Context: an optimization exercise on an open-source flow, tuned for small area, a short achievable clock period and few clock cycles per item. The choices shown serve that exercise and are no tape-out recipe.
Function was checked by simulation only, so behaviour that the tests miss may differ from the original.
No activity file was given, so power comes from the tool's default toggle rates.

$ cat design.v
module expu_fa (
    input  logic a,
    input  logic b,
    input  logic c,
    output logic s,
    output logic co
);
    assign s  = a ^ b ^ c;
    assign co = (a & b) | (a & c) | (b & c);
endmodule
module expu_ha (
    input  logic a,
    input  logic b,
    output logic s,
    output logic co
);
    assign s  = a ^ b;
    assign co = a & b;
endmodule
module expu_or8 (
    input  logic [7:0] a,
    input  logic       e,
    output logic       y
);
    assign y = (|a) | e;
endmodule
module expu_add4 (
    input  logic [3:0] a,
    input  logic [3:0] b,
    input  logic       ci,
    input  logic       xi,
    output logic [3:0] s,
    output logic       co
);
    logic [3:0] p, g, c;
    logic       g32, p32, g10, p10;
    for (genvar i = 0; i < 4; i++) begin : g_pg
        expu_ha u_pg (.a(a[i]), .b(b[i]), .s(p[i]), .co(g[i]));
    end
    assign g10  = g[1] | (p[1] & g[0]);
    assign p10  = p[1] & p[0];
    assign g32  = g[3] | (p[3] & g[2]);
    assign p32  = p[3] & p[2];
    assign c[0] = g[0] | (p[0] & ci);
    assign c[1] = g10 | (p10 & ci);
    assign c[2] = g[2] | (p[2] & c[1]);
    assign c[3] = g32 | (p32 & c[1]);
    assign s    = p ^ {c[2:0], ci};
    assign co   = c[3] | xi;
endmodule
module expu_accumulator #(
    parameter int EXP_BITS  = 8,
    parameter int MANT_BITS = 7,
    parameter int N_ROWS    = 8,
    parameter int ACC_WIDTH = 32,
    parameter int ACC_FRAC  = 16,
    localparam int WIDTH    = EXP_BITS + MANT_BITS + 1
) (
    input  logic                      clk_i,
    input  logic                      rst_ni,
    input  logic                      clear_i,
    input  logic                      enable_i,
    input  logic                      valid_i,
    output logic                      ready_o,
    input  logic [N_ROWS-1:0]         strb_i,
    input  logic [N_ROWS*WIDTH-1:0]   op_i,
    input  logic                      last_i,
    output logic [ACC_WIDTH-1:0]      sum_o,
    output logic                      overflow_o,
    output logic                      valid_o,
    input  logic                      ready_i
);
    localparam int BLK   = 4;                   
    localparam int N_BLK = ACC_WIDTH / BLK;
    logic                 valid_q, part_q, ovf_q;
    logic [ACC_WIDTH-1:0] acc_q;                
    logic [N_BLK-1:1]     cy_q;                 
    logic                 handover, accept, keep;
    logic [N_ROWS-1:0]    lane_sat;
    logic [ACC_WIDTH-1:0] lane_val [N_ROWS];
    logic [ACC_WIDTH-1:0] acc_base, row_a, row_b, total;
    logic [N_BLK-1:1]     cy_base, cy_d;
    logic                 tree_high, ovf_early, ovf_d;
    logic [ACC_WIDTH-1:0] res;
    logic                 res_carry, res_ovf;
    assign handover = valid_q & ready_i & enable_i & ~clear_i;
    assign ready_o  = enable_i & ~clear_i & (~valid_q | ready_i);
    assign accept   = valid_i & ready_o;
    assign keep     = part_q | (valid_q & ~handover);
    assign acc_base = acc_q & {ACC_WIDTH{keep}};
    assign cy_base  = cy_q & {(N_BLK-1){keep}};
    for (genvar i = 0; i < N_ROWS; i++) begin : g_lane
        logic [15:0] x;
        logic [7:0]  e;
        logic        on;
        logic [8:0]  g;
        logic [10:0] h;
        logic [14:0] f;
        logic [4:0]  oh;
        assign x  = op_i[i*WIDTH +: WIDTH];
        assign e  = x[14:7];
        assign on = accept & strb_i[i] & ~x[15];
        assign lane_sat[i] = on & (e >= 8'd143);
        assign g[0] = x[0] & ~e[0];
        for (genvar k = 1; k < 7; k++) begin : g_g
            assign g[k] = e[0] ? x[k-1] : x[k];
        end
        assign g[7] = e[0] ? x[6] : 1'b1;
        assign g[8] = e[0];
        for (genvar k = 0; k < 11; k++) begin : g_h
            if (k < 2)      assign h[k] = g[k] & ~e[1];
            else if (k < 9) assign h[k] = e[1] ? g[k-2] : g[k];
            else            assign h[k] = g[k-2] & e[1];
        end
        for (genvar k = 0; k < 15; k++) begin : g_f
            if (k < 4)       assign f[k] = h[k] & ~e[2];
            else if (k < 11) assign f[k] = e[2] ? h[k-4] : h[k];
            else             assign f[k] = h[k-4] & e[2];
        end
        assign oh[0] = on & (e == 8'd111);
        assign oh[1] = on & (e[7:3] == 5'd14);
        assign oh[2] = on & (e[7:3] == 5'd15);
        assign oh[3] = on & (e[7:3] == 5'd16);
        assign oh[4] = on & (e[7:3] == 5'd17) & (e[2:0] != 3'd7);
        for (genvar j = 0; j < ACC_WIDTH; j++) begin : g_val
            logic t;
            always_comb begin
                t = 1'b0;
                for (int k = 0; k < 5; k++)
                    if (j + 14 - 8*k >= 0 && j + 14 - 8*k <= 14) t = t | (oh[k] & f[j + 14 - 8*k]);
            end
            assign lane_val[i][j] = t;
        end
    end
    logic ts0, tc0, ts1, tc1, ts2, tc2, ts3, tc3, ts4, tc4, ts5, tc5;
    logic ts6, tc6, ts7, tc7, ts8, tc8, ts9, tc9, ts10, tc10, ts11, tc11;
    logic ts12, tc12, ts13, tc13, ts14, tc14, ts15, tc15, ts16, tc16, ts17, tc17;
    logic ts18, tc18, ts19, tc19, ts20, tc20, ts21, tc21, ts22, tc22, ts23, tc23;
    logic ts24, tc24, ts25, tc25, ts26, tc26, ts27, tc27, ts28, tc28, ts29, tc29;
    logic ts30, tc30, ts31, tc31, ts32, tc32, ts33, tc33, ts34, tc34, ts35, tc35;
    logic ts36, tc36, ts37, tc37, ts38, tc38, ts39, tc39, ts40, tc40, ts41, tc41;
    logic ts42, tc42, ts43, tc43, ts44, tc44, ts45, tc45, ts46, tc46, ts47, tc47;
    logic ts48, tc48, ts49, tc49, ts50, tc50, ts51, tc51, ts52, tc52, ts53, tc53;
    logic ts54, tc54, ts55, tc55, ts56, tc56, ts57, tc57, ts58, tc58, ts59, tc59;
    logic ts60, tc60, ts61, tc61, ts62, tc62, ts63, tc63, ts64, tc64, ts65, tc65;
    logic ts66, tc66, ts67, tc67, ts68, tc68, ts69, tc69, ts70, tc70, ts71, tc71;
    logic ts72, tc72, ts73, tc73, ts74, tc74, ts75, tc75, ts76, tc76, ts77, tc77;
    logic ts78, tc78, ts79, tc79, ts80, tc80, ts81, tc81, ts82, tc82, ts83, tc83;
    logic ts84, tc84, ts85, tc85, ts86, tc86, ts87, tc87, ts88, tc88, ts89, tc89;
    logic ts90, tc90, ts91, tc91, ts92, tc92, ts93, tc93, ts94, tc94, ts95, tc95;
    logic ts96, tc96, ts97, tc97, ts98, tc98, ts99, tc99, ts100, tc100, ts101, tc101;
    logic ts102, tc102, ts103, tc103, ts104, tc104, ts105, tc105, ts106, tc106, ts107, tc107;
    logic ts108, tc108, ts109, tc109, ts110, tc110, ts111, tc111, ts112, tc112, ts113, tc113;
    logic ts114, tc114, ts115, tc115, ts116, tc116, ts117, tc117, ts118, tc118, ts119, tc119;
    logic ts120, tc120, ts121, tc121, ts122, tc122, ts123, tc123, ts124, tc124, ts125, tc125;
    logic ts126, tc126, ts127, tc127, ts128, tc128, ts129, tc129, ts130, tc130, ts131, tc131;
    logic ts132, tc132, ts133, tc133, ts134, tc134, ts135, tc135, ts136, tc136, ts137, tc137;
    logic ts138, tc138, ts139, tc139, ts140, tc140, ts141, tc141, ts142, tc142, ts143, tc143;
    logic ts144, tc144, ts145, tc145, ts146, tc146, ts147, tc147, ts148, tc148, ts149, tc149;
    logic ts150, tc150, ts151, tc151, ts152, tc152, ts153, tc153, ts154, tc154, ts155, tc155;
    logic ts156, tc156, ts157, tc157, ts158, tc158, ts159, tc159, ts160, tc160, ts161, tc161;
    logic ts162, tc162, ts163, tc163, ts164, tc164, ts165, tc165, ts166, tc166, ts167, tc167;
    logic ts168, tc168, ts169, tc169, ts170, tc170, ts171, tc171, ts172, tc172, ts173, tc173;
    logic ts174, tc174, ts175, tc175, ts176, tc176, ts177, tc177, ts178, tc178, ts179, tc179;
    logic ts180, tc180, ts181, tc181, ts182, tc182, ts183, tc183, ts184, tc184, ts185, tc185;
    logic ts186, tc186, ts187, tc187, ts188, tc188, ts189, tc189, ts190, tc190, ts191, tc191;
    logic ts192, tc192, ts193, tc193, ts194, tc194, ts195, tc195, ts196, tc196, ts197, tc197;
    logic ts198, tc198, ts199, tc199, ts200, tc200, ts201, tc201, ts202, tc202, ts203, tc203;
    logic ts204, tc204, ts205, tc205, ts206, tc206, ts207, tc207, ts208, tc208, ts209, tc209;
    logic ts210, tc210, ts211, tc211, ts212, tc212, ts213, tc213, ts214, tc214, ts215, tc215;
    logic ts216, tc216, ts217, tc217, ts218, tc218, ts219, tc219, ts220, tc220, ts221, tc221;
    expu_fa u_fa0 (.a(lane_val[0][0]), .b(lane_val[1][0]), .c(lane_val[2][0]), .s(ts0), .co(tc0));
    expu_ha u_ha1 (.a(lane_val[3][0]), .b(lane_val[4][0]), .s(ts1), .co(tc1));
    expu_fa u_fa2 (.a(lane_val[0][1]), .b(lane_val[1][1]), .c(lane_val[2][1]), .s(ts2), .co(tc2));
    expu_fa u_fa3 (.a(lane_val[3][1]), .b(lane_val[4][1]), .c(lane_val[5][1]), .s(ts3), .co(tc3));
    expu_ha u_ha4 (.a(lane_val[6][1]), .b(lane_val[7][1]), .s(ts4), .co(tc4));
    expu_fa u_fa5 (.a(lane_val[0][2]), .b(lane_val[1][2]), .c(lane_val[2][2]), .s(ts5), .co(tc5));
    expu_fa u_fa6 (.a(lane_val[3][2]), .b(lane_val[4][2]), .c(lane_val[5][2]), .s(ts6), .co(tc6));
    expu_fa u_fa7 (.a(lane_val[6][2]), .b(lane_val[7][2]), .c(acc_base[2]), .s(ts7), .co(tc7));
    expu_fa u_fa8 (.a(lane_val[0][3]), .b(lane_val[1][3]), .c(lane_val[2][3]), .s(ts8), .co(tc8));
    expu_fa u_fa9 (.a(lane_val[3][3]), .b(lane_val[4][3]), .c(lane_val[5][3]), .s(ts9), .co(tc9));
    expu_fa u_fa10 (.a(lane_val[6][3]), .b(lane_val[7][3]), .c(acc_base[3]), .s(ts10), .co(tc10));
    expu_fa u_fa11 (.a(lane_val[0][4]), .b(lane_val[1][4]), .c(lane_val[2][4]), .s(ts11), .co(tc11));
    expu_fa u_fa12 (.a(lane_val[3][4]), .b(lane_val[4][4]), .c(lane_val[5][4]), .s(ts12), .co(tc12));
    expu_fa u_fa13 (.a(lane_val[6][4]), .b(lane_val[7][4]), .c(acc_base[4]), .s(ts13), .co(tc13));
    expu_fa u_fa14 (.a(lane_val[0][5]), .b(lane_val[1][5]), .c(lane_val[2][5]), .s(ts14), .co(tc14));
    expu_fa u_fa15 (.a(lane_val[3][5]), .b(lane_val[4][5]), .c(lane_val[5][5]), .s(ts15), .co(tc15));
    expu_fa u_fa16 (.a(lane_val[6][5]), .b(lane_val[7][5]), .c(acc_base[5]), .s(ts16), .co(tc16));
    expu_fa u_fa17 (.a(lane_val[0][6]), .b(lane_val[1][6]), .c(lane_val[2][6]), .s(ts17), .co(tc17));
    expu_fa u_fa18 (.a(lane_val[3][6]), .b(lane_val[4][6]), .c(lane_val[5][6]), .s(ts18), .co(tc18));
    expu_fa u_fa19 (.a(lane_val[6][6]), .b(lane_val[7][6]), .c(acc_base[6]), .s(ts19), .co(tc19));
    expu_fa u_fa20 (.a(lane_val[0][7]), .b(lane_val[1][7]), .c(lane_val[2][7]), .s(ts20), .co(tc20));
    expu_fa u_fa21 (.a(lane_val[3][7]), .b(lane_val[4][7]), .c(lane_val[5][7]), .s(ts21), .co(tc21));
    expu_fa u_fa22 (.a(lane_val[6][7]), .b(lane_val[7][7]), .c(acc_base[7]), .s(ts22), .co(tc22));
    expu_fa u_fa23 (.a(lane_val[0][8]), .b(lane_val[1][8]), .c(lane_val[2][8]), .s(ts23), .co(tc23));
    expu_fa u_fa24 (.a(lane_val[3][8]), .b(lane_val[4][8]), .c(lane_val[5][8]), .s(ts24), .co(tc24));
    expu_fa u_fa25 (.a(lane_val[6][8]), .b(lane_val[7][8]), .c(acc_base[8]), .s(ts25), .co(tc25));
    expu_fa u_fa26 (.a(lane_val[0][9]), .b(lane_val[1][9]), .c(lane_val[2][9]), .s(ts26), .co(tc26));
    expu_fa u_fa27 (.a(lane_val[3][9]), .b(lane_val[4][9]), .c(lane_val[5][9]), .s(ts27), .co(tc27));
    expu_fa u_fa28 (.a(lane_val[6][9]), .b(lane_val[7][9]), .c(acc_base[9]), .s(ts28), .co(tc28));
    expu_fa u_fa29 (.a(lane_val[0][10]), .b(lane_val[1][10]), .c(lane_val[2][10]), .s(ts29), .co(tc29));
    expu_fa u_fa30 (.a(lane_val[3][10]), .b(lane_val[4][10]), .c(lane_val[5][10]), .s(ts30), .co(tc30));
    expu_fa u_fa31 (.a(lane_val[6][10]), .b(lane_val[7][10]), .c(acc_base[10]), .s(ts31), .co(tc31));
    expu_fa u_fa32 (.a(lane_val[0][11]), .b(lane_val[1][11]), .c(lane_val[2][11]), .s(ts32), .co(tc32));
    expu_fa u_fa33 (.a(lane_val[3][11]), .b(lane_val[4][11]), .c(lane_val[5][11]), .s(ts33), .co(tc33));
    expu_fa u_fa34 (.a(lane_val[6][11]), .b(lane_val[7][11]), .c(acc_base[11]), .s(ts34), .co(tc34));
    expu_fa u_fa35 (.a(lane_val[0][12]), .b(lane_val[1][12]), .c(lane_val[2][12]), .s(ts35), .co(tc35));
    expu_fa u_fa36 (.a(lane_val[3][12]), .b(lane_val[4][12]), .c(lane_val[5][12]), .s(ts36), .co(tc36));
    expu_fa u_fa37 (.a(lane_val[6][12]), .b(lane_val[7][12]), .c(acc_base[12]), .s(ts37), .co(tc37));
    expu_fa u_fa38 (.a(lane_val[0][13]), .b(lane_val[1][13]), .c(lane_val[2][13]), .s(ts38), .co(tc38));
    expu_fa u_fa39 (.a(lane_val[3][13]), .b(lane_val[4][13]), .c(lane_val[5][13]), .s(ts39), .co(tc39));
    expu_fa u_fa40 (.a(lane_val[6][13]), .b(lane_val[7][13]), .c(acc_base[13]), .s(ts40), .co(tc40));
    expu_fa u_fa41 (.a(lane_val[0][14]), .b(lane_val[1][14]), .c(lane_val[2][14]), .s(ts41), .co(tc41));
    expu_fa u_fa42 (.a(lane_val[3][14]), .b(lane_val[4][14]), .c(lane_val[5][14]), .s(ts42), .co(tc42));
    expu_fa u_fa43 (.a(lane_val[6][14]), .b(lane_val[7][14]), .c(acc_base[14]), .s(ts43), .co(tc43));
    expu_fa u_fa44 (.a(lane_val[0][15]), .b(lane_val[1][15]), .c(lane_val[2][15]), .s(ts44), .co(tc44));
    expu_fa u_fa45 (.a(lane_val[3][15]), .b(lane_val[4][15]), .c(lane_val[5][15]), .s(ts45), .co(tc45));
    expu_fa u_fa46 (.a(lane_val[6][15]), .b(lane_val[7][15]), .c(acc_base[15]), .s(ts46), .co(tc46));
    expu_fa u_fa47 (.a(lane_val[0][16]), .b(lane_val[1][16]), .c(lane_val[2][16]), .s(ts47), .co(tc47));
    expu_fa u_fa48 (.a(lane_val[3][16]), .b(lane_val[4][16]), .c(lane_val[5][16]), .s(ts48), .co(tc48));
    expu_fa u_fa49 (.a(lane_val[6][16]), .b(lane_val[7][16]), .c(acc_base[16]), .s(ts49), .co(tc49));
    expu_fa u_fa50 (.a(lane_val[0][17]), .b(lane_val[1][17]), .c(lane_val[2][17]), .s(ts50), .co(tc50));
    expu_fa u_fa51 (.a(lane_val[3][17]), .b(lane_val[4][17]), .c(lane_val[5][17]), .s(ts51), .co(tc51));
    expu_fa u_fa52 (.a(lane_val[6][17]), .b(lane_val[7][17]), .c(acc_base[17]), .s(ts52), .co(tc52));
    expu_fa u_fa53 (.a(lane_val[0][18]), .b(lane_val[1][18]), .c(lane_val[2][18]), .s(ts53), .co(tc53));
    expu_fa u_fa54 (.a(lane_val[3][18]), .b(lane_val[4][18]), .c(lane_val[5][18]), .s(ts54), .co(tc54));
    expu_fa u_fa55 (.a(lane_val[6][18]), .b(lane_val[7][18]), .c(acc_base[18]), .s(ts55), .co(tc55));
    expu_fa u_fa56 (.a(lane_val[0][19]), .b(lane_val[1][19]), .c(lane_val[2][19]), .s(ts56), .co(tc56));
    expu_fa u_fa57 (.a(lane_val[3][19]), .b(lane_val[4][19]), .c(lane_val[5][19]), .s(ts57), .co(tc57));
    expu_fa u_fa58 (.a(lane_val[6][19]), .b(lane_val[7][19]), .c(acc_base[19]), .s(ts58), .co(tc58));
    expu_fa u_fa59 (.a(lane_val[0][20]), .b(lane_val[1][20]), .c(lane_val[2][20]), .s(ts59), .co(tc59));
    expu_fa u_fa60 (.a(lane_val[3][20]), .b(lane_val[4][20]), .c(lane_val[5][20]), .s(ts60), .co(tc60));
    expu_fa u_fa61 (.a(lane_val[6][20]), .b(lane_val[7][20]), .c(acc_base[20]), .s(ts61), .co(tc61));
    expu_fa u_fa62 (.a(lane_val[0][21]), .b(lane_val[1][21]), .c(lane_val[2][21]), .s(ts62), .co(tc62));
    expu_fa u_fa63 (.a(lane_val[3][21]), .b(lane_val[4][21]), .c(lane_val[5][21]), .s(ts63), .co(tc63));
    expu_fa u_fa64 (.a(lane_val[6][21]), .b(lane_val[7][21]), .c(acc_base[21]), .s(ts64), .co(tc64));
    expu_fa u_fa65 (.a(lane_val[0][22]), .b(lane_val[1][22]), .c(lane_val[2][22]), .s(ts65), .co(tc65));
    expu_fa u_fa66 (.a(lane_val[3][22]), .b(lane_val[4][22]), .c(lane_val[5][22]), .s(ts66), .co(tc66));
    expu_fa u_fa67 (.a(lane_val[6][22]), .b(lane_val[7][22]), .c(acc_base[22]), .s(ts67), .co(tc67));
    expu_fa u_fa68 (.a(lane_val[0][23]), .b(lane_val[1][23]), .c(lane_val[2][23]), .s(ts68), .co(tc68));
    expu_fa u_fa69 (.a(lane_val[3][23]), .b(lane_val[4][23]), .c(lane_val[5][23]), .s(ts69), .co(tc69));
    expu_fa u_fa70 (.a(lane_val[6][23]), .b(lane_val[7][23]), .c(acc_base[23]), .s(ts70), .co(tc70));
    expu_fa u_fa71 (.a(lane_val[0][24]), .b(lane_val[1][24]), .c(lane_val[2][24]), .s(ts71), .co(tc71));
    expu_fa u_fa72 (.a(lane_val[3][24]), .b(lane_val[4][24]), .c(lane_val[5][24]), .s(ts72), .co(tc72));
    expu_fa u_fa73 (.a(lane_val[6][24]), .b(lane_val[7][24]), .c(acc_base[24]), .s(ts73), .co(tc73));
    expu_fa u_fa74 (.a(lane_val[0][25]), .b(lane_val[1][25]), .c(lane_val[2][25]), .s(ts74), .co(tc74));
    expu_fa u_fa75 (.a(lane_val[3][25]), .b(lane_val[4][25]), .c(lane_val[5][25]), .s(ts75), .co(tc75));
    expu_fa u_fa76 (.a(lane_val[6][25]), .b(lane_val[7][25]), .c(acc_base[25]), .s(ts76), .co(tc76));
    expu_fa u_fa77 (.a(lane_val[0][26]), .b(lane_val[1][26]), .c(lane_val[2][26]), .s(ts77), .co(tc77));
    expu_fa u_fa78 (.a(lane_val[3][26]), .b(lane_val[4][26]), .c(lane_val[5][26]), .s(ts78), .co(tc78));
    expu_fa u_fa79 (.a(lane_val[6][26]), .b(lane_val[7][26]), .c(acc_base[26]), .s(ts79), .co(tc79));
    expu_fa u_fa80 (.a(lane_val[0][27]), .b(lane_val[1][27]), .c(lane_val[2][27]), .s(ts80), .co(tc80));
    expu_fa u_fa81 (.a(lane_val[3][27]), .b(lane_val[4][27]), .c(lane_val[5][27]), .s(ts81), .co(tc81));
    expu_fa u_fa82 (.a(lane_val[6][27]), .b(lane_val[7][27]), .c(acc_base[27]), .s(ts82), .co(tc82));
    expu_fa u_fa83 (.a(lane_val[0][28]), .b(lane_val[1][28]), .c(lane_val[2][28]), .s(ts83), .co(tc83));
    expu_fa u_fa84 (.a(lane_val[3][28]), .b(lane_val[4][28]), .c(lane_val[5][28]), .s(ts84), .co(tc84));
    expu_fa u_fa85 (.a(lane_val[6][28]), .b(lane_val[7][28]), .c(acc_base[28]), .s(ts85), .co(tc85));
    expu_fa u_fa86 (.a(lane_val[0][29]), .b(lane_val[1][29]), .c(lane_val[2][29]), .s(ts86), .co(tc86));
    expu_fa u_fa87 (.a(lane_val[3][29]), .b(lane_val[4][29]), .c(lane_val[5][29]), .s(ts87), .co(tc87));
    expu_fa u_fa88 (.a(lane_val[6][29]), .b(lane_val[7][29]), .c(acc_base[29]), .s(ts88), .co(tc88));
    expu_fa u_fa89 (.a(lane_val[0][30]), .b(lane_val[1][30]), .c(lane_val[2][30]), .s(ts89), .co(tc89));
    expu_fa u_fa90 (.a(lane_val[3][30]), .b(lane_val[4][30]), .c(lane_val[5][30]), .s(ts90), .co(tc90));
    expu_fa u_fa91 (.a(lane_val[6][30]), .b(lane_val[7][30]), .c(acc_base[30]), .s(ts91), .co(tc91));
    expu_fa u_fa92 (.a(lane_val[0][31]), .b(lane_val[1][31]), .c(lane_val[2][31]), .s(ts92), .co(tc92));
    expu_fa u_fa93 (.a(lane_val[3][31]), .b(lane_val[4][31]), .c(lane_val[5][31]), .s(ts93), .co(tc93));
    expu_fa u_fa94 (.a(lane_val[6][31]), .b(lane_val[7][31]), .c(acc_base[31]), .s(ts94), .co(tc94));
    expu_fa u_fa95 (.a(ts0), .b(ts1), .c(lane_val[5][0]), .s(ts95), .co(tc95));
    expu_fa u_fa96 (.a(tc0), .b(tc1), .c(ts2), .s(ts96), .co(tc96));
    expu_ha u_ha97 (.a(ts3), .b(ts4), .s(ts97), .co(tc97));
    expu_fa u_fa98 (.a(tc2), .b(tc3), .c(tc4), .s(ts98), .co(tc98));
    expu_fa u_fa99 (.a(ts5), .b(ts6), .c(ts7), .s(ts99), .co(tc99));
    expu_fa u_fa100 (.a(tc5), .b(tc6), .c(tc7), .s(ts100), .co(tc100));
    expu_fa u_fa101 (.a(ts8), .b(ts9), .c(ts10), .s(ts101), .co(tc101));
    expu_fa u_fa102 (.a(tc8), .b(tc9), .c(tc10), .s(ts102), .co(tc102));
    expu_fa u_fa103 (.a(ts11), .b(ts12), .c(ts13), .s(ts103), .co(tc103));
    expu_fa u_fa104 (.a(tc11), .b(tc12), .c(tc13), .s(ts104), .co(tc104));
    expu_fa u_fa105 (.a(ts14), .b(ts15), .c(ts16), .s(ts105), .co(tc105));
    expu_fa u_fa106 (.a(tc14), .b(tc15), .c(tc16), .s(ts106), .co(tc106));
    expu_fa u_fa107 (.a(ts17), .b(ts18), .c(ts19), .s(ts107), .co(tc107));
    expu_fa u_fa108 (.a(tc17), .b(tc18), .c(tc19), .s(ts108), .co(tc108));
    expu_fa u_fa109 (.a(ts20), .b(ts21), .c(ts22), .s(ts109), .co(tc109));
    expu_fa u_fa110 (.a(tc20), .b(tc21), .c(tc22), .s(ts110), .co(tc110));
    expu_fa u_fa111 (.a(ts23), .b(ts24), .c(ts25), .s(ts111), .co(tc111));
    expu_fa u_fa112 (.a(tc23), .b(tc24), .c(tc25), .s(ts112), .co(tc112));
    expu_fa u_fa113 (.a(ts26), .b(ts27), .c(ts28), .s(ts113), .co(tc113));
    expu_fa u_fa114 (.a(tc26), .b(tc27), .c(tc28), .s(ts114), .co(tc114));
    expu_fa u_fa115 (.a(ts29), .b(ts30), .c(ts31), .s(ts115), .co(tc115));
    expu_fa u_fa116 (.a(tc29), .b(tc30), .c(tc31), .s(ts116), .co(tc116));
    expu_fa u_fa117 (.a(ts32), .b(ts33), .c(ts34), .s(ts117), .co(tc117));
    expu_fa u_fa118 (.a(tc32), .b(tc33), .c(tc34), .s(ts118), .co(tc118));
    expu_fa u_fa119 (.a(ts35), .b(ts36), .c(ts37), .s(ts119), .co(tc119));
    expu_fa u_fa120 (.a(tc35), .b(tc36), .c(tc37), .s(ts120), .co(tc120));
    expu_fa u_fa121 (.a(ts38), .b(ts39), .c(ts40), .s(ts121), .co(tc121));
    expu_fa u_fa122 (.a(tc38), .b(tc39), .c(tc40), .s(ts122), .co(tc122));
    expu_fa u_fa123 (.a(ts41), .b(ts42), .c(ts43), .s(ts123), .co(tc123));
    expu_fa u_fa124 (.a(tc41), .b(tc42), .c(tc43), .s(ts124), .co(tc124));
    expu_fa u_fa125 (.a(ts44), .b(ts45), .c(ts46), .s(ts125), .co(tc125));
    expu_fa u_fa126 (.a(tc44), .b(tc45), .c(tc46), .s(ts126), .co(tc126));
    expu_fa u_fa127 (.a(ts47), .b(ts48), .c(ts49), .s(ts127), .co(tc127));
    expu_fa u_fa128 (.a(tc47), .b(tc48), .c(tc49), .s(ts128), .co(tc128));
    expu_fa u_fa129 (.a(ts50), .b(ts51), .c(ts52), .s(ts129), .co(tc129));
    expu_fa u_fa130 (.a(tc50), .b(tc51), .c(tc52), .s(ts130), .co(tc130));
    expu_fa u_fa131 (.a(ts53), .b(ts54), .c(ts55), .s(ts131), .co(tc131));
    expu_fa u_fa132 (.a(tc53), .b(tc54), .c(tc55), .s(ts132), .co(tc132));
    expu_fa u_fa133 (.a(ts56), .b(ts57), .c(ts58), .s(ts133), .co(tc133));
    expu_fa u_fa134 (.a(tc56), .b(tc57), .c(tc58), .s(ts134), .co(tc134));
    expu_fa u_fa135 (.a(ts59), .b(ts60), .c(ts61), .s(ts135), .co(tc135));
    expu_fa u_fa136 (.a(tc59), .b(tc60), .c(tc61), .s(ts136), .co(tc136));
    expu_fa u_fa137 (.a(ts62), .b(ts63), .c(ts64), .s(ts137), .co(tc137));
    expu_fa u_fa138 (.a(tc62), .b(tc63), .c(tc64), .s(ts138), .co(tc138));
    expu_fa u_fa139 (.a(ts65), .b(ts66), .c(ts67), .s(ts139), .co(tc139));
    expu_fa u_fa140 (.a(tc65), .b(tc66), .c(tc67), .s(ts140), .co(tc140));
    expu_fa u_fa141 (.a(ts68), .b(ts69), .c(ts70), .s(ts141), .co(tc141));
    expu_fa u_fa142 (.a(tc68), .b(tc69), .c(tc70), .s(ts142), .co(tc142));
    expu_fa u_fa143 (.a(ts71), .b(ts72), .c(ts73), .s(ts143), .co(tc143));
    expu_fa u_fa144 (.a(tc71), .b(tc72), .c(tc73), .s(ts144), .co(tc144));
    expu_fa u_fa145 (.a(ts74), .b(ts75), .c(ts76), .s(ts145), .co(tc145));
    expu_fa u_fa146 (.a(tc74), .b(tc75), .c(tc76), .s(ts146), .co(tc146));
    expu_fa u_fa147 (.a(ts77), .b(ts78), .c(ts79), .s(ts147), .co(tc147));
    expu_fa u_fa148 (.a(tc77), .b(tc78), .c(tc79), .s(ts148), .co(tc148));
    expu_fa u_fa149 (.a(ts80), .b(ts81), .c(ts82), .s(ts149), .co(tc149));
    expu_fa u_fa150 (.a(tc80), .b(tc81), .c(tc82), .s(ts150), .co(tc150));
    expu_fa u_fa151 (.a(ts83), .b(ts84), .c(ts85), .s(ts151), .co(tc151));
    expu_fa u_fa152 (.a(tc83), .b(tc84), .c(tc85), .s(ts152), .co(tc152));
    expu_fa u_fa153 (.a(ts86), .b(ts87), .c(ts88), .s(ts153), .co(tc153));
    expu_fa u_fa154 (.a(tc86), .b(tc87), .c(tc88), .s(ts154), .co(tc154));
    expu_fa u_fa155 (.a(ts89), .b(ts90), .c(ts91), .s(ts155), .co(tc155));
    expu_fa u_fa156 (.a(tc89), .b(tc90), .c(tc91), .s(ts156), .co(tc156));
    expu_fa u_fa157 (.a(ts92), .b(ts93), .c(ts94), .s(ts157), .co(tc157));
    expu_ha u_ha158 (.a(ts95), .b(lane_val[6][0]), .s(ts158), .co(tc158));
    expu_fa u_fa159 (.a(tc95), .b(ts96), .c(ts97), .s(ts159), .co(tc159));
    expu_fa u_fa160 (.a(tc96), .b(tc97), .c(ts98), .s(ts160), .co(tc160));
    expu_fa u_fa161 (.a(tc98), .b(tc99), .c(ts100), .s(ts161), .co(tc161));
    expu_fa u_fa162 (.a(tc100), .b(tc101), .c(ts102), .s(ts162), .co(tc162));
    expu_fa u_fa163 (.a(tc102), .b(tc103), .c(ts104), .s(ts163), .co(tc163));
    expu_fa u_fa164 (.a(tc104), .b(tc105), .c(ts106), .s(ts164), .co(tc164));
    expu_fa u_fa165 (.a(tc106), .b(tc107), .c(ts108), .s(ts165), .co(tc165));
    expu_fa u_fa166 (.a(tc108), .b(tc109), .c(ts110), .s(ts166), .co(tc166));
    expu_fa u_fa167 (.a(tc110), .b(tc111), .c(ts112), .s(ts167), .co(tc167));
    expu_fa u_fa168 (.a(tc112), .b(tc113), .c(ts114), .s(ts168), .co(tc168));
    expu_fa u_fa169 (.a(tc114), .b(tc115), .c(ts116), .s(ts169), .co(tc169));
    expu_fa u_fa170 (.a(tc116), .b(tc117), .c(ts118), .s(ts170), .co(tc170));
    expu_fa u_fa171 (.a(tc118), .b(tc119), .c(ts120), .s(ts171), .co(tc171));
    expu_fa u_fa172 (.a(tc120), .b(tc121), .c(ts122), .s(ts172), .co(tc172));
    expu_fa u_fa173 (.a(tc122), .b(tc123), .c(ts124), .s(ts173), .co(tc173));
    expu_fa u_fa174 (.a(tc124), .b(tc125), .c(ts126), .s(ts174), .co(tc174));
    expu_fa u_fa175 (.a(tc126), .b(tc127), .c(ts128), .s(ts175), .co(tc175));
    expu_fa u_fa176 (.a(tc128), .b(tc129), .c(ts130), .s(ts176), .co(tc176));
    expu_fa u_fa177 (.a(tc130), .b(tc131), .c(ts132), .s(ts177), .co(tc177));
    expu_fa u_fa178 (.a(tc132), .b(tc133), .c(ts134), .s(ts178), .co(tc178));
    expu_fa u_fa179 (.a(tc134), .b(tc135), .c(ts136), .s(ts179), .co(tc179));
    expu_fa u_fa180 (.a(tc136), .b(tc137), .c(ts138), .s(ts180), .co(tc180));
    expu_fa u_fa181 (.a(tc138), .b(tc139), .c(ts140), .s(ts181), .co(tc181));
    expu_fa u_fa182 (.a(tc140), .b(tc141), .c(ts142), .s(ts182), .co(tc182));
    expu_fa u_fa183 (.a(tc142), .b(tc143), .c(ts144), .s(ts183), .co(tc183));
    expu_fa u_fa184 (.a(tc144), .b(tc145), .c(ts146), .s(ts184), .co(tc184));
    expu_fa u_fa185 (.a(tc146), .b(tc147), .c(ts148), .s(ts185), .co(tc185));
    expu_fa u_fa186 (.a(tc148), .b(tc149), .c(ts150), .s(ts186), .co(tc186));
    expu_fa u_fa187 (.a(tc150), .b(tc151), .c(ts152), .s(ts187), .co(tc187));
    expu_fa u_fa188 (.a(tc152), .b(tc153), .c(ts154), .s(ts188), .co(tc188));
    expu_fa u_fa189 (.a(tc154), .b(tc155), .c(ts156), .s(ts189), .co(tc189));
    expu_ha u_ha190 (.a(ts158), .b(lane_val[7][0]), .s(ts190), .co(tc190));
    expu_fa u_fa191 (.a(tc158), .b(ts159), .c(acc_base[1]), .s(ts191), .co(tc191));
    expu_fa u_fa192 (.a(tc159), .b(ts160), .c(ts99), .s(ts192), .co(tc192));
    expu_fa u_fa193 (.a(tc160), .b(ts161), .c(ts101), .s(ts193), .co(tc193));
    expu_fa u_fa194 (.a(tc161), .b(ts162), .c(ts103), .s(ts194), .co(tc194));
    expu_fa u_fa195 (.a(tc162), .b(ts163), .c(ts105), .s(ts195), .co(tc195));
    expu_fa u_fa196 (.a(tc163), .b(ts164), .c(ts107), .s(ts196), .co(tc196));
    expu_fa u_fa197 (.a(tc164), .b(ts165), .c(ts109), .s(ts197), .co(tc197));
    expu_fa u_fa198 (.a(tc165), .b(ts166), .c(ts111), .s(ts198), .co(tc198));
    expu_fa u_fa199 (.a(tc166), .b(ts167), .c(ts113), .s(ts199), .co(tc199));
    expu_fa u_fa200 (.a(tc167), .b(ts168), .c(ts115), .s(ts200), .co(tc200));
    expu_fa u_fa201 (.a(tc168), .b(ts169), .c(ts117), .s(ts201), .co(tc201));
    expu_fa u_fa202 (.a(tc169), .b(ts170), .c(ts119), .s(ts202), .co(tc202));
    expu_fa u_fa203 (.a(tc170), .b(ts171), .c(ts121), .s(ts203), .co(tc203));
    expu_fa u_fa204 (.a(tc171), .b(ts172), .c(ts123), .s(ts204), .co(tc204));
    expu_fa u_fa205 (.a(tc172), .b(ts173), .c(ts125), .s(ts205), .co(tc205));
    expu_fa u_fa206 (.a(tc173), .b(ts174), .c(ts127), .s(ts206), .co(tc206));
    expu_fa u_fa207 (.a(tc174), .b(ts175), .c(ts129), .s(ts207), .co(tc207));
    expu_fa u_fa208 (.a(tc175), .b(ts176), .c(ts131), .s(ts208), .co(tc208));
    expu_fa u_fa209 (.a(tc176), .b(ts177), .c(ts133), .s(ts209), .co(tc209));
    expu_fa u_fa210 (.a(tc177), .b(ts178), .c(ts135), .s(ts210), .co(tc210));
    expu_fa u_fa211 (.a(tc178), .b(ts179), .c(ts137), .s(ts211), .co(tc211));
    expu_fa u_fa212 (.a(tc179), .b(ts180), .c(ts139), .s(ts212), .co(tc212));
    expu_fa u_fa213 (.a(tc180), .b(ts181), .c(ts141), .s(ts213), .co(tc213));
    expu_fa u_fa214 (.a(tc181), .b(ts182), .c(ts143), .s(ts214), .co(tc214));
    expu_fa u_fa215 (.a(tc182), .b(ts183), .c(ts145), .s(ts215), .co(tc215));
    expu_fa u_fa216 (.a(tc183), .b(ts184), .c(ts147), .s(ts216), .co(tc216));
    expu_fa u_fa217 (.a(tc184), .b(ts185), .c(ts149), .s(ts217), .co(tc217));
    expu_fa u_fa218 (.a(tc185), .b(ts186), .c(ts151), .s(ts218), .co(tc218));
    expu_fa u_fa219 (.a(tc186), .b(ts187), .c(ts153), .s(ts219), .co(tc219));
    expu_fa u_fa220 (.a(tc187), .b(ts188), .c(ts155), .s(ts220), .co(tc220));
    expu_fa u_fa221 (.a(tc188), .b(ts189), .c(ts157), .s(ts221), .co(tc221));
    assign row_a = {tc220, tc219, tc218, tc217, tc216, tc215, tc214, tc213, tc212, tc211, tc210, tc209, tc208, tc207, tc206, tc205, tc204, tc203, tc202, tc201, tc200, tc199, tc198, tc197, tc196, tc195, tc194, tc193, tc192, tc191, tc190, ts190};
    assign row_b = {ts221, ts220, ts219, ts218, ts217, ts216, ts215, ts214, ts213, ts212, ts211, ts210, ts209, ts208, ts207, ts206, ts205, ts204, ts203, ts202, ts201, ts200, ts199, ts198, ts197, ts196, ts195, ts194, ts193, ts192, ts191, acc_base[0]};
    expu_or8 u_high (.a({1'b0, tc221, tc189, tc157, tc156, tc94, tc93, tc92}), .e(ovf_early), .y(tree_high));
    assign ovf_early = (keep & ovf_q) | (|lane_sat);
    for (genvar k = 0; k < N_BLK; k++) begin : g_blk
        logic ci, xi, co;
        if (k == 0) begin : g_c0
            assign ci = 1'b0;
        end else begin : g_ck
            assign ci = cy_base[k];
        end
        if (k == N_BLK - 1) begin : g_top
            assign xi    = tree_high;
            assign ovf_d = co;
        end else begin : g_mid
            assign xi        = 1'b0;
            assign cy_d[k+1] = co;
        end
        expu_add4 u_add (
            .a  (row_a[BLK*k +: BLK]),
            .b  (row_b[BLK*k +: BLK]),
            .ci (ci),
            .xi (xi),
            .s  (total[BLK*k +: BLK]),
            .co (co)
        );
    end
    always_ff @(posedge clk_i or negedge rst_ni) begin
        if (!rst_ni) begin
            valid_q <= 1'b0;
            part_q  <= 1'b0;
            ovf_q   <= 1'b0;
        end else if (clear_i) begin
            valid_q <= 1'b0;
            part_q  <= 1'b0;
            ovf_q   <= ovf_d;
        end else begin
            if (accept) begin
                valid_q <= last_i;
                part_q  <= ~last_i;
            end else if (handover) begin
                valid_q <= 1'b0;
            end
            ovf_q <= ovf_d;
        end
    end
    always_ff @(posedge clk_i) begin
        acc_q <= total;
        cy_q  <= cy_d;
    end
    always_comb begin
        logic [ACC_WIDTH-1:0] cy_vec;
        cy_vec = '0;
        for (int k = 1; k < N_BLK; k++) cy_vec[BLK*k] = cy_q[k];
        {res_carry, res} = {1'b0, acc_q} + {1'b0, cy_vec};
    end
    assign res_ovf = ovf_q | res_carry;
    assign sum_o      = res | {ACC_WIDTH{res_ovf}};
    assign overflow_o = res_ovf;
    assign valid_o    = valid_q;
endmodule
$ cat flow/run.sh
#!/bin/bash
# The standard layout (standard.sh: the ORFS flow, standard synthesis included), with one
# change: the input and output port buffers are the smallest plain buffer, buf_1, instead of the
# cell buffer_ports picks by itself (a 10 um2 delay buffer).
set -euo pipefail
export BUFFER_PORTS_ARGS="-buffer_cell sky130_fd_sc_hd__buf_1"
bash standard.sh > standard_make.log 2>&1
$ cat constraint.sdc
create_clock -name core_clock -period 22.0 [get_ports {clk_i}]
set_input_delay 4.4000 -clock core_clock [delete_from_list [all_inputs] [get_ports {clk_i}]]
set_output_delay 4.4000 -clock core_clock [all_outputs]
set_load 0.01 [all_outputs]
$ cat standard.sh
#!/bin/bash
# synth_recipe.tcl (not shown) runs the flow's synth.tcl, then flattens the netlist and writes it again
# the make line also repeats each setting of config.mk as NAME=value (left out here)
make -C /OpenROAD-flow-scripts/flow DESIGN_CONFIG=/design/flow/config.mk WORK_HOME=/design/flow/orfs CLKGATE_MAP_FILE= SYNTH_SCRIPT=/design/flow/synth_recipe.tcl "${@:-finish}"
$ cat config.mk
export PLATFORM = sky130hd
export DESIGN_NAME = expu_accumulator
export DESIGN_NICKNAME = expu_accumulator
export VERILOG_FILES = /design/flow/design.v
export SDC_FILE = /design/flow/constraint.sdc
export NUM_CORES = 4
export LEC_CHECK = 0
export CAP_MARGIN = 20
export CORE_MARGIN = 2
export CORE_UTILIZATION = 40
export SLEW_MARGIN = 70
export SYNTH_HIERARCHICAL = 1
==> results of run 1 <==
## critical path, cell delays in order
cell and delay [ps]:
sky130_fd_sc_hd__buf_1 170, sky130_fd_sc_hd__nand2b_4 90, sky130_fd_sc_hd__a211oi_4 140, sky130_fd_sc_hd__buf_4 310, sky130_fd_sc_hd__nand4b_1 360, sky130_fd_sc_hd__or4_1 570
sky130_fd_sc_hd__or3b_4 520, sky130_fd_sc_hd__o22ai_1 290, sky130_fd_sc_hd__fa_1 540, sky130_fd_sc_hd__fa_1 480, sky130_fd_sc_hd__fa_1 490, sky130_fd_sc_hd__fa_1 430
sky130_fd_sc_hd__ha_1 360, sky130_fd_sc_hd__a21oi_1 160, sky130_fd_sc_hd__nand2_1 110, sky130_fd_sc_hd__ha_1 190, sky130_fd_sc_hd__nor2_1 110, sky130_fd_sc_hd__xnor2_1 120
## cells in the final DEF (no fill, tap or decap), types with 9 or more instances in the layout
cell type                  instances
sky130_fd_sc_hd__fa_1            217
sky130_fd_sc_hd__nor2_1          211
sky130_fd_sc_hd__o22ai_1         162
sky130_fd_sc_hd__buf_1           157
sky130_fd_sc_hd__nand2_1         119
sky130_fd_sc_hd__ha_1             61
sky130_fd_sc_hd__mux2i_1          54
sky130_fd_sc_hd__a21oi_1          46
sky130_fd_sc_hd__nor2b_1          45
sky130_fd_sc_hd__dfxtp_1          39
sky130_fd_sc_hd__nand2b_1         37
sky130_fd_sc_hd__nand3_1          30
sky130_fd_sc_hd__mux2_2           25
sky130_fd_sc_hd__buf_2            24
sky130_fd_sc_hd__xnor2_1          22
sky130_fd_sc_hd__inv_1            21
sky130_fd_sc_hd__o21ai_0          19
sky130_fd_sc_hd__nand3b_1         17
sky130_fd_sc_hd__xor2_1           15
sky130_fd_sc_hd__nor3b_1          15
sky130_fd_sc_hd__a21oi_2          14
sky130_fd_sc_hd__or2_2            12
sky130_fd_sc_hd__conb_1           10
sky130_fd_sc_hd__o21a_1            9
## registers in the layout, summed over array words and instances (netlist names)
name	count
cy_q	7
ovf_q	1
part_q	1
acc_q	32
valid_q	1
## Yosys cell counts, types with 9 or more instances
library cell	count
sky130_fd_sc_hd__nand3_1	38
sky130_fd_sc_hd__ha_1	61
sky130_fd_sc_hd__a31oi_1	10
sky130_fd_sc_hd__fa_1	217
sky130_fd_sc_hd__o22ai_1	165
sky130_fd_sc_hd__nor2b_1	45
sky130_fd_sc_hd__mux2_2	25
sky130_fd_sc_hd__dfxtp_1	39
sky130_fd_sc_hd__nand2_1	119
sky130_fd_sc_hd__nand2b_1	37
sky130_fd_sc_hd__nand3b_1	17
sky130_fd_sc_hd__mux2i_1	64
sky130_fd_sc_hd__xnor2_1	22
sky130_fd_sc_hd__nor3b_1	15
sky130_fd_sc_hd__o21ai_0	28
sky130_fd_sc_hd__nor2_1	211
sky130_fd_sc_hd__o21a_1	9
sky130_fd_sc_hd__a21oi_1	62
sky130_fd_sc_hd__xor2_1	15
sky130_fd_sc_hd__inv_1	21
sky130_fd_sc_hd__clkbuf_1	54
sky130_fd_sc_hd__nor3_1	14
sky130_fd_sc_hd__buf_6	12
## stage by stage
step	util (%)	power (uW)	instances	area, um^2	hold WS, ps
global placement	43.4	206	1925	13200	605
CTS	44.7	293	1937	13600	608
finish	44.9	293	1937	13700	604
floorplan	-	162	1423	12400	537
detailed placement	44.2	213	1929	13500	598
global route	44.9	312	1937	13700	673
## worst min-delay path by stage
stage | startpoint | endpoint | slack, ps
after global placement | part_q | part_q | 600
final | part_q | part_q | 600
after global routing | part_q | part_q | 670
after CTS | part_q | part_q | 610
after detailed placement | part_q | part_q | 600
after floorplan | part_q | part_q | 540
## area by class of cell
class	count	area, um^2
Fill cell	3062	16800
Clock inverter	3	28.8
Tap cell	396	495
Timing Repair Buffer	185	743
Multi-Input combinational cell	1285	11400
Inverter	21	78.8
Clock buffer	5	125
Sequential cell	42	856
## cell families (layout without fill, tap and decap cells)
kind of cell	Yosys count	in the layout	synth area share, %
xor+xnor	37	37	2.62
compound gates	316	316	16.1
simple gates	554	554	21.7
other cells	1	10	0.0303
buf+inv	96	214	3.72
flops	42	42	6.92
mux	90	90	7.63
fa+ha+maj	278	278	41.3
## modules after synthesis (local to each module, per instance)
| module | area [um^2] | times used | flops+latches | cells inside |
|---|---|---|---|---|
| expu_accumulator | 6900 | 1 | 42 | 1068 |
| expu_add4 | 81.3 | 8 | 0 | 11 |
| expu_fa | 20.0 | 217 | 0 | 1 |
| expu_ha | 12.5 | 37 | 0 | 1 |
| expu_or8 | 20.0 | 1 | 0 | 4 |
## power breakdown
group	total, uW	leakage (uW)	switching (uW)	internal [uW]
registers	81.0	0.000357	2.12	78.8
logic	133	0.00584	86.3	46.3
clock network	79.6	0.0000763	36.0	43.5
## routing by layer
metal	vias to the layer above	part of all wire [%]	GRT usage, %
met4	0	3.8	9.50
met5	-	0	0
met1	5716	45	38.6
li1	5282	-	-
met2	444	45	44.0
met3	69	6.5	4.19
==> impl_summary.txt, run 1 <==
----------------------------------------------------
[Power and ir drop]
  Power Dens Cells ... 21.4 nW/um^2
  Total leakage power ... between 0.006 and 0.007 uW
  Worst-case vdd ir drop ... roughly 0.031 mV

[Floorplan]
  Die extent in y ... around 180 um
  Width of the die ... 180 um
  I/O pin count ... approximately 180
  Starting density of the core ... around 40%
  Placeable core region ... just over 30,000 um^2
  Site Rows ... 64
  Die area ... roughly 32,000 um^2

[CTS]
  Quantity of gates resized following cts ... 0
  Number of buffers inserted by hold repair at cts ... 0
  Clock root buffer ... sky130_fd_sc_hd__clkbuf_16
  Clock transition at path regs ... 70 ps
  TritonCTS Sinks ... 42
  Clock tree from TritonCTS ... done
  Number of setup buffers added after CTS ... 0
  Max clock buf depth ... 2
  H-tree depth reported by CTS ... 2
  Inserted Clock Buffers ... 5
  Insertion delay to the later sink of the worst-skew pair ... 300 ps

[Placement]
  Worst setup slack before clock tree synthesis ... around 12,000 ps
  Dpl hpwl ... roughly 39 mm
  PortBufs ... around 180
  Global placer's final weighted congestion ... a little under 1

[STA]
  Min cycle time layout ... 9620 ps
  Setup TNS ... 0 ps
  Count of final hold-check violations ... 0
  Slew Viols, Final ... 0
  F_max ... slightly above 100 MHz
  Worst setup skew after layout ... around 8.2 ps
  Fraction of the cycle the final worst path needs ... 43.7%
  # setup viols final ... 0
  Unrepaired setup endpoints after global routing ... false
  Worst-case setup margin in the final layout ... 12,380 ps

[Worst setup path]
  Timing endpoint of the critical path ... acc_q[27]
  Worst Reg2Reg Path Length in Cells ... 16
  Critical path launch point ... enable_i
  Endpoint of the most critical register-to-register path ... acc_q[27]
  Data arrival, critical path ... between 9000 and 10,000 ps
  Largest fanout of any net on the critical path ... 18
  Category of the worst setup path launch point ... input pin
  Reg2reg setup slack ... ~16,000 ps
  Critical path data required time ... roughly 22,000 ps
  CP Capture Type ... register
  Worst setup path category ... input pin to register
  Critical register-to-register path startpoint ... valid_q

[Detailed routing]
  Vias ... about 12,000
  Drt first pass iters ... 6
  Via-to-Cell Ratio ... around 5.9
  Average wire per cell in the routed design ... about 23 um
  Post-route ant nets ... 0
  DRC viols ... 0
  Routed wire length ... roughly 45 mm
  Drt initial violations ... 892

[Hold path]
  Instance count along the most critical hold path ... 2
  Type of the tightest min-delay check ... register to register

[Synth]
  Proportion of register bits with asynchronous set or reset after synthesis ... 7.14%
  Yosys warning count ... 9
  Post-synthesis cell area ... 12,400 um^2
  Area share of the largest cell type after synthesis ... 35.1%
  Leading register cell type out of synthesis ... sky130_fd_sc_hd__dfxtp_1
  Number of different library cells in the post-synthesis netlist ... between 50 and 60
  Cell taking the most area after synthesis ... sky130_fd_sc_hd__fa_1
  Total of flip-flops plus latches after synthesis ... between 40 and 50
  Part of the Yosys area used for sequential elements ... a little under 7%
  Top cells by area in the synthesized netlist ... sky130_fd_sc_hd__fa_1, sky130_fd_sc_hd__o22ai_1, sky130_fd_sc_hd__nor2_1
  Number of cells produced by synthesis ... 1,414
  Post-synth EDFFs ... 0
  Avg Synthesized Cell Area ... roughly 9 um^2

[Finish]
  Share of cells above drive strength 1 ... a little under a tenth
  Final Net Count ... just under 2,000
  Antenna cells ... 0
  Area growth from synthesis to layout ... 10.8%

[Global routing]
  Antenna violations before repair ... 0
  Pin count of the biggest net entering global routing ... ~40
  Vias in the first global route ... 11,200
  Remaining global-route overflow ... 0
  Wire length of the first global-routing pass ... around 68 mm
  Global-route total usage across every layer ... ~28%

[Outcome]
  Run status ... complete, no violations

[Run]
  # Max-Cap Violations ... 0

----------------------------------------------------
Testbench counts, summed over its fixed seeds: cycles 4,808, items 4,800.
==> run 2: changes to the inputs <==
--- a/config.mk
+++ b/config.mk
@@ -10,3 +10,3 @@
 export CORE_UTILIZATION = 40
-export SLEW_MARGIN = 70
+export SLEW_MARGIN = 20
 export SYNTH_HIERARCHICAL = 1
==> run 2 against run 1 <==
Effect of this change:
- cell area fell by 2.4%
- critical endpoint unchanged
- highest routed layer unchanged
- clock power barely moved
- still clean on timing, DRC and antenna
- synthesized area is the same
==> impl_summary.txt, run 2 <==
----------------------------------------------------
[CTS]
  Insertion delay to the later sink of the worst-skew pair ... 300 ps (about the same)
  Clock transition at path regs ... 70 ps (about the same)
  Max clock buf depth ... 2 (unchanged)
  H-tree depth reported by CTS ... 2 (unchanged)
  Clock tree from TritonCTS ... done
  Number of setup buffers added after CTS ... 0 (unchanged)
  TritonCTS Sinks ... 42 (unchanged)
  Quantity of gates resized following cts ... 0 (unchanged)
  Inserted Clock Buffers ... 5 (unchanged)
  Number of buffers inserted by hold repair at cts ... 0 (unchanged)
  Clock root buffer ... sky130_fd_sc_hd__clkbuf_16

[Floorplan]
  Die extent in y ... 180 um (unchanged)
  Width of the die ... 180 um (unchanged)
  Starting density of the core ... 40.6% (unchanged)
  Die area ... 32,400 um^2 (unchanged)
  Placeable core region ... 30,500 um^2 (unchanged)
  I/O pin count ... 178 (unchanged)
  Site Rows ... 64 (unchanged)

[Global routing]
  Antenna violations before repair ... 0 (unchanged)
  Fraction of met2 tracks used by global routing ... 43.3% (-0.72 points)
  Vias in the first global route ... 11,100 (-1.2%)
  Global-route track usage on met1 ... 39.0% (+0.37 points)
  Remaining global-route overflow ... 0 (unchanged)
  Met3 demand-to-capacity share in global routing ... 3.08% (-1.1 points)
  Wire length of the first global-routing pass ... 67.5 mm (-0.96%)
  Pin count of the biggest net entering global routing ... 41 (unchanged)
  Global-route total usage across every layer ... 27.4% (-0.27 points)
  Most used routing layer in global routing ... met2

[STA]
  Transition at the pin with the smallest max-transition slack ... 835 ps
  # setup viols final ... 0 (unchanged)
  Worst setup skew after layout ... 6.90 ps (-1.25 ps)
  F_max ... 105 MHz (+1.1%)
  Count of final hold-check violations ... 0 (unchanged)
  Min cycle time layout ... 9520 ps (-103 ps)
  Unrepaired setup endpoints after global routing ... false
  Setup TNS ... 0 ps (unchanged)
  Slew Viols, Final ... 0 (unchanged)
  Worst rel slew slack ... 43.5%
  Fraction of the cycle the final worst path needs ... 43.3% (-0.47 points)

[Finish]
  Area growth from synthesis to layout ... 8.19%
  Final Net Count ... 1,957 (-0.20%)
  Largest Register ... acc_q
  Finished Core Util ... 43.9% (-1.1 points)
  Leading cell type in the layout, fill and taps excluded ... sky130_fd_sc_hd__fa_1
  Antenna cells ... 0 (unchanged)
  Flip-flop count of the largest register, all copies and words added ... 32 (unchanged)
  Non-filler instance count after layout ... 1,933 (-0.21%)
  Fillcell total ... 3,113 (+1.7%)
  Top library cells by usage in the layout, fill and taps aside ... sky130_fd_sc_hd__fa_1, sky130_fd_sc_hd__nor2_1, sky130_fd_sc_hd__buf_1
  Area used by multi-input combinational logic ... 11,100 um^2 (-2.4%)
  FF+latch area ... 856 um^2 (unchanged)
  Share of cells above drive strength 1 ... 3.58% (-5.5 points)
  Largest registers ... acc_q x32, cy_q x7
  Post-route cell area ... 13,400 um^2 (-2.4%)

[Power and ir drop]
  Psw ... 121 uW (-2.7%)
  Worst-case vdd ir drop ... 0.0266 mV (-15%)
  Clk network pwr share ... 27.7% (+0.6 points)
  Total leakage power ... 0.00618 uW (-1.5%)
  Internal power contribution ... 165 uW (-2.1%)
  Net switching share of the total power ... 42.3% (-0.15 points)
  Sequential share of power ... 28.3% (+0.7 points)
  Combinational share of power ... 44.0% (-1.3 points)
  Power Dens Cells ... 21.4 nW/um^2 (about the same)

[Worst setup path]
  Data arrival, critical path ... 9760 ps (-100 ps)
  Category of the worst setup path launch point ... input pin
  Largest fanout of any net on the critical path ... 18 (unchanged)
  Worst setup path category ... input pin to register
  Reg2reg setup slack ... 16,260 ps (+100 ps)
  CP Capture Type ... register
  Critical path data required time ... 22,230 ps (about the same)

[Detailed routing]
  DRC viols ... 0 (unchanged)
  Routed wire length ... 44.6 mm (about the same)
  Via-to-Cell Ratio ... 5.85 (-1.5%)
  Drt initial violations ... 945 (+5.9%)
  Average wire per cell in the routed design ... 23.1 um (+0.29%)
  Post-route ant nets ... 0 (unchanged)
  Drt first pass iters ... 5 (-1)
  Vias ... 11,300 (-1.7%)

[Synth]
  Leading cell types by count after synthesis ... sky130_fd_sc_hd__fa_1, sky130_fd_sc_hd__nor2_1, sky130_fd_sc_hd__o22ai_1
  Number of different library cells in the post-synthesis netlist ... 59 (unchanged)
  Cell taking the most area after synthesis ... sky130_fd_sc_hd__fa_1
  Post-synth EDFFs ... 0 (unchanged)
  Yosys warning count ... 9 (unchanged)
  Post-synthesis cell area ... 12,400 um^2 (unchanged)
  Leading register cell type out of synthesis ... sky130_fd_sc_hd__dfxtp_1
  Top cells by area in the synthesized netlist ... sky130_fd_sc_hd__fa_1, sky130_fd_sc_hd__o22ai_1, sky130_fd_sc_hd__nor2_1
  Proportion of register bits with asynchronous set or reset after synthesis ... 7.14% (unchanged)
  Number of cells produced by synthesis ... 1,414 (unchanged)
  Avg Synthesized Cell Area ... 8.75 um^2 (unchanged)
  Top-count cell post-synth ... sky130_fd_sc_hd__fa_1
  Area share of the largest cell type after synthesis ... 35.1% (unchanged)
  Total of flip-flops plus latches after synthesis ... 42 (unchanged)
  Part of the Yosys area used for sequential elements ... 6.92% (unchanged)

[Run]
  # Max-Cap Violations ... 0 (unchanged)

[Hold path]
  Type of the tightest min-delay check ... register to register

[Placement]
  Global placer's final weighted congestion ... 0.976 (unchanged)
  Dpl hpwl ... 39.2 mm (-0.13%)
  Instance area after placement ... 13,200 um^2 (-1.8%)
  Placed instance count ... 1,925 (-0.21%)
  PortBufs ... 177 (unchanged)

[Outcome]
  Run status ... complete, no violations

----------------------------------------------------
## run 2: power groups by stage
stage               Sequential [uW]  Clock, uW  Combinational, uW
floorplan                      81.8          0               80.0
global placement               82.6          0                123
detailed placement             82.7          0                124
CTS                            80.9       81.5                125
global route                   81.3       85.0                139
finish                         81.0       79.3                126
## run 2: worst max-delay path, stage by stage
cell	delay [ps]
sky130_fd_sc_hd__buf_1	170
sky130_fd_sc_hd__nand2b_4	90
sky130_fd_sc_hd__a211oi_4	140
sky130_fd_sc_hd__buf_4	310
sky130_fd_sc_hd__nand4b_1	320
sky130_fd_sc_hd__or4_1	540
sky130_fd_sc_hd__or2_1	440
sky130_fd_sc_hd__o22ai_1	360
sky130_fd_sc_hd__fa_1	530
sky130_fd_sc_hd__fa_1	470
sky130_fd_sc_hd__fa_1	490
sky130_fd_sc_hd__fa_1	440
sky130_fd_sc_hd__ha_1	350
sky130_fd_sc_hd__a21oi_1	140
sky130_fd_sc_hd__nand2_1	100
sky130_fd_sc_hd__ha_1	190
sky130_fd_sc_hd__nor2_1	110
sky130_fd_sc_hd__xnor2_1	120
## run 2: cell families (layout without fill, tap and decap cells)
group	after synthesis	after routing	synth area share (%)
muxes	90	90	7.63
other	1	10	0.0303
adders and majority gates	278	278	41.3
AOI/OAI and AO/OA	316	316	16.1
xor gates and xnor gates	37	37	2.62
and+or+nand+nor	554	554	21.7
buffers and inverters	96	210	3.72
DFF	42	42	6.92
## run 2: cell type report
| class | count | share of cell area (%) |
|---|---|---|
| multi-input cells | 1285 | 83.0 |
| flip-flops and latches | 42 | 6.39 |
| inverters | 21 | 0.589 |
| clock inverters | 3 | 0.215 |
| clock buffers | 5 | 0.935 |
| well taps | 396 | 3.70 |
| repair buffers | 181 | 5.19 |
## run 2: final timing paths
check                            end  cells past startpoint  startpoint
setup reg to reg           acc_q[27]                     16     valid_q
hold / removal                part_q                      2      part_q
setup / recovery           acc_q[27]                     18    enable_i
max in group asynchronous      ovf_q                      1      rst_ni
hold reg to reg               part_q                      2      part_q
min in group asynchronous     part_q                      1      rst_ni
## run 2: Yosys stat by module, one instance, submodules excluded
module	flops+latches	cells	area, um^2
expu_accumulator	42	1068	6900
expu_ha	0	1	12.5
expu_or8	0	4	20.0
expu_fa	0	1	20.0
expu_add4	0	11	81.3
## run 2: metal layers
layer  wire length [um]  vias to the layer above
met4               1750                        0
met5                  0                        -
met1              20300                     5556
met2              19700                      427
met3               2840                       57
li1                   -                     5271
## run 2: stage by stage
step / worst slack (ps) / hold WS, ps / power, uW
after floorplan: 12860 / 537 / 162
final: 12480 / 605 / 286
after detailed placement: 12140 / 602 / 207
after global placement: 12110 / 605 / 206
after CTS: 12440 / 611 / 287
after global routing: 12180 / 674 / 305
==> run 3: changes to the inputs <==
==> flow/run.sh (replaced) <==
#!/bin/bash
# The standard layout (standard.sh: the ORFS flow, standard synthesis included), with two
# changes: the input and output port buffers are the smallest plain buffer, buf_1, instead of the
# cell buffer_ports picks by itself (a 10 um2 delay buffer); and timing repair aims at a setup
# slack of 12.8 ns (on the worst fifth of the endpoints) on the design's clock, so that it speeds up the critical paths.
set -euo pipefail
export BUFFER_PORTS_ARGS="-buffer_cell sky130_fd_sc_hd__buf_1"
export SETUP_SLACK_MARGIN=12.8
export TNS_END_PERCENT=20
bash standard.sh > standard_make.log 2>&1
==> run 3 against run 2 <==
Effect of this change:
- largest power group unchanged
- final cell count is 0.67% higher
- cell area is 3.7% higher
- non-clock buffer count is 9 higher
- critical endpoint is now ready_o
==> impl_summary.txt, run 3 <==
----------------------------------------------------
[Global routing]
  Wire length of the first global-routing pass ... 67.5 mm (about the same)
  Global-route total usage across every layer ... 27.5% (about the same)
  Met3 demand-to-capacity share in global routing ... 3.08% (unchanged)
  Vias in the first global route ... 11,100 (+0.18%)
  Fraction of met2 tracks used by global routing ... 43.4% (+0.092 points)
  Pin count of the biggest net entering global routing ... 41 (unchanged)
  Antenna violations before repair ... 0 (unchanged)
  Remaining global-route overflow ... 0 (unchanged)
  Most used routing layer in global routing ... met2
  Global-route track usage on met1 ... 39.0% (about the same)

[Worst setup path]
  Crit path max-delay cell type ... sky130_fd_sc_hd__nand2b_4
  Endpoint of the most critical register-to-register path ... ovf_q
  Worst stage delay on the critical path ... 150 ps (-390 ps)
  Critical path data required time ... 17,600 ps (-4630 ps)
  Largest fanout of any net on the critical path ... 3 (-15)
  Timing endpoint of the critical path ... ready_o
  Data arrival, critical path ... 4880 ps (-4880 ps)
  Worst Reg2Reg Path Length in Cells ... 13 (-3)
  CP Capture Type ... output port
  Cells along the critical path ... buf_6 > nand2b_4 > a21oi_2 > buf_2
  Critical register-to-register path startpoint ... valid_q
  Critical path launch point ... clear_i
  Category of the worst setup path launch point ... input pin
  Worst setup path category ... input pin to output port
  Reg2reg setup slack ... 16,630 ps (+370 ps)

[Hold path]
  Type of the tightest min-delay check ... register to register

[Synth]
  Avg Synthesized Cell Area ... 8.75 um^2 (unchanged)
  Cell taking the most area after synthesis ... sky130_fd_sc_hd__fa_1
  Part of the Yosys area used for sequential elements ... 6.92% (unchanged)
  Proportion of register bits with asynchronous set or reset after synthesis ... 7.14% (unchanged)
  Top cells by area in the synthesized netlist ... sky130_fd_sc_hd__fa_1, sky130_fd_sc_hd__o22ai_1, sky130_fd_sc_hd__nor2_1
  Post-synth EDFFs ... 0 (unchanged)
  Leading cell types by count after synthesis ... sky130_fd_sc_hd__fa_1, sky130_fd_sc_hd__nor2_1, sky130_fd_sc_hd__o22ai_1
  Number of different library cells in the post-synthesis netlist ... 59 (unchanged)
  Post-synthesis cell area ... 12,400 um^2 (unchanged)
  Yosys warning count ... 9 (unchanged)
  Area share of the largest cell type after synthesis ... 35.1% (unchanged)
  Top-count cell post-synth ... sky130_fd_sc_hd__fa_1
  Total of flip-flops plus latches after synthesis ... 42 (unchanged)
  Leading register cell type out of synthesis ... sky130_fd_sc_hd__dfxtp_1
  Number of cells produced by synthesis ... 1,414 (unchanged)

[Detailed routing]
  Via-to-Cell Ratio ... 5.96 (+1.9%)
  Drt first pass iters ... 6 (+1)
  Post-route ant nets ... 0 (unchanged)
  Vias ... 11,600 (+2.5%)
  DRC viols ... 0 (unchanged)
  Average wire per cell in the routed design ... 23.5 um (+2.0%)
  Drt initial violations ... 1,078 (+14%)
  Routed wire length ... 45.8 mm (+2.7%)

[Finish]
  Finished Core Util ... 45.5% (+1.6 points)
  Post-route cell area ... 13,900 um^2 (+3.7%)
  Non-filler instance count after layout ... 1,946 (+0.67%)
  Final Net Count ... 1,970 (+0.66%)
  Fillcell total ... 3,094 (-0.61%)
  Share of cells above drive strength 1 ... 8.90% (+5.3 points)
  Flip-flop count of the largest register, all copies and words added ... 32 (unchanged)
  Largest Register ... acc_q
  Top library cells by usage in the layout, fill and taps aside ... sky130_fd_sc_hd__fa_1, sky130_fd_sc_hd__nor2_1, sky130_fd_sc_hd__buf_1
  Leading cell type in the layout, fill and taps excluded ... sky130_fd_sc_hd__fa_1
  Antenna cells ... 0 (unchanged)
  Largest registers ... acc_q x32, cy_q x7
  Area growth from synthesis to layout ... 12.2%

[Power and ir drop]
  Worst-case vdd ir drop ... 0.0270 mV (+1.7%)
  Power Dens Cells ... 21.1 nW/um^2 (-1.4%)
  Total leakage power ... 0.00630 uW (+1.9%)

[CTS]
  TritonCTS Sinks ... 42 (unchanged)
  Clock tree from TritonCTS ... done
  Clock transition at path regs ... 70 ps (about the same)
  Inserted Clock Buffers ... 5 (unchanged)
  Insertion delay to the later sink of the worst-skew pair ... 300 ps (about the same)
  Number of buffers inserted by hold repair at cts ... 0 (unchanged)
  Clock root buffer ... sky130_fd_sc_hd__clkbuf_16
  Max clock buf depth ... 2 (unchanged)
  H-tree depth reported by CTS ... 2 (unchanged)

[STA]
  Min cycle time layout ... 9280 ps (-241 ps)
  Setup TNS ... 0 ps (unchanged)
  Worst rel slew slack ... 41.1% (-2.4 points)
  Fraction of the cycle the final worst path needs ... 42.2% (-1.1 points)
  # setup viols final ... 0 (unchanged)
  F_max ... 108 MHz (+2.6%)
  Transition at the pin with the smallest max-transition slack ... 871 ps (+35.6 ps)
  Slew Viols, Final ... 0 (unchanged)
  Unrepaired setup endpoints after global routing ... true
  Worst setup skew after layout ... 10.6 ps (+3.74 ps)
  Count of final hold-check violations ... 0 (unchanged)

[Placement]
  Instance area after placement ... 13,200 um^2 (unchanged)
  Dpl hpwl ... 39.2 mm (unchanged)
  Placed instance count ... 1,925 (unchanged)
  Global placer's final weighted congestion ... 0.976 (unchanged)
  PortBufs ... 177 (unchanged)

[Floorplan]
  Width of the die ... 180 um (unchanged)
  Starting density of the core ... 40.6% (unchanged)
  Die area ... 32,400 um^2 (unchanged)
  Placeable core region ... 30,500 um^2 (unchanged)
  Die extent in y ... 180 um (unchanged)
  Site Rows ... 64 (unchanged)
  I/O pin count ... 178 (unchanged)

[Run]
  # Max-Cap Violations ... 0 (unchanged)

[Outcome]
  Run status ... complete, no violations

----------------------------------------------------
==> run 3: cell counts after synthesis <==
No cell type changed its count.
==> run 3: logic make-up after synthesis <==
logic type / count (synthesis) / synth area share, %
adders and majority gates: 278 / 41.3
buffers and inverters: 96 / 3.72
other: 1 / 0.0303
DFF: 42 / 6.92
xor gates and xnor gates: 37 / 2.62
and+or+nand+nor: 554 / 21.7
AOI/OAI and AO/OA: 316 / 16.1
muxes: 90 / 7.63
==> run 3: timing repair <==
item	4_1_cts	5_1_grt
pin swaps	2	12
endpoints found under the hold margin	0	0
buffers inserted	3	6
setup endpoints to repair	26	31
gates resized for setup	11	80
cloned	0	4
==> run 3: critical path, delay by kind of cell <==
kind	cells	cell delay, ps
AOI/OAI and AO/OA	1	100
and+or+nand+nor	1	150
buffers and inverters	2	230
==> run 3: metrics by stage <==
step           total power [uW]  hold WS (ps)  setup WS, ps
2_1_floorplan               162           537         12860
3_3_place_gp                206           605         12110
3_5_place_dp                207           602         12140
4_1_cts                     288           607         12710
5_1_grt                     310           668         12690
6_report                    293           601         12720
==> run 3: worst min path at each step <==
| stage | start | endpoint | cells after the start |
|---|---|---|---|
| after detailed placement | part_q | part_q | 2 |
| after global placement | part_q | part_q | 2 |
| final | part_q | part_q | 2 |
| after global routing | part_q | part_q | 2 |
| after CTS | part_q | part_q | 2 |
| after floorplan | part_q | part_q | 2 |
==> run 3: layer usage <==
metal,vias to the layer above,routed length [um]
met5,-,0
met4,0,1810
met3,68,3090
met2,496,20300
met1,5718,20600
li1,5316,-
==> run 3: report_power, final <==
part	internal, uW	total, uW	switching [uW]
clock network	43.6	80.5	36.9
registers	78.8	81.0	2.14
logic	44.2	131	86.9
==> run 3: area by class of cell <==
cell class                 count  area, um^2  share of cell area, %
clock inverter                 3        28.8                  0.207
multi-input combinational   1289       11500                   82.9
tap                          396         495                   3.57
sequential                    42         856                   6.16
inverter                      21        78.8                  0.568
timing repair buffer         190         786                   5.66
clock buffer                   5         125                  0.901
==> run 3: per-module statistics from Yosys (local to each module, per instance) <==
module,cells inside,area [um^2]
expu_accumulator,1068,6900
expu_add4,11,81.3
expu_fa,1,20.0
expu_or8,4,20.0
expu_ha,1,12.5

## static timing again, ports no longer ideal
The results above use ideal ports. As a check the final layouts listed here were re-extracted and re-timed, cells and wires unchanged.
Step 1 assumes that a clkbuf_16 drives the clock port and a buf_2 every other input.
Step 2 times the ports against the registers' clock, not the clock port: input delays grow and output delays shrink by t, the midpoint of the rising clock arrivals with the driver on.
a / b / c = ideal / step 1 / step 2; a / b = the first two.
| run | t (ns) | slack for setup (ns) | latest minus earliest clock arrival (ns) | cell pins on the clock port's net |
|---|---|---|---|---|
| run 1 | 0.342 | 12.376 / 12.390 / 12.048 | 0.008 / 0.008 | 1 |
| run 2 | 0.339 | 12.479 / 12.490 / 12.151 | 0.008 / 0.008 | 1 |
| run 3 | 0.340 | 12.719 / 12.686 / 12.555 | 0.011 / 0.011 | 1 |
After both steps setup and hold are still met in every run listed.
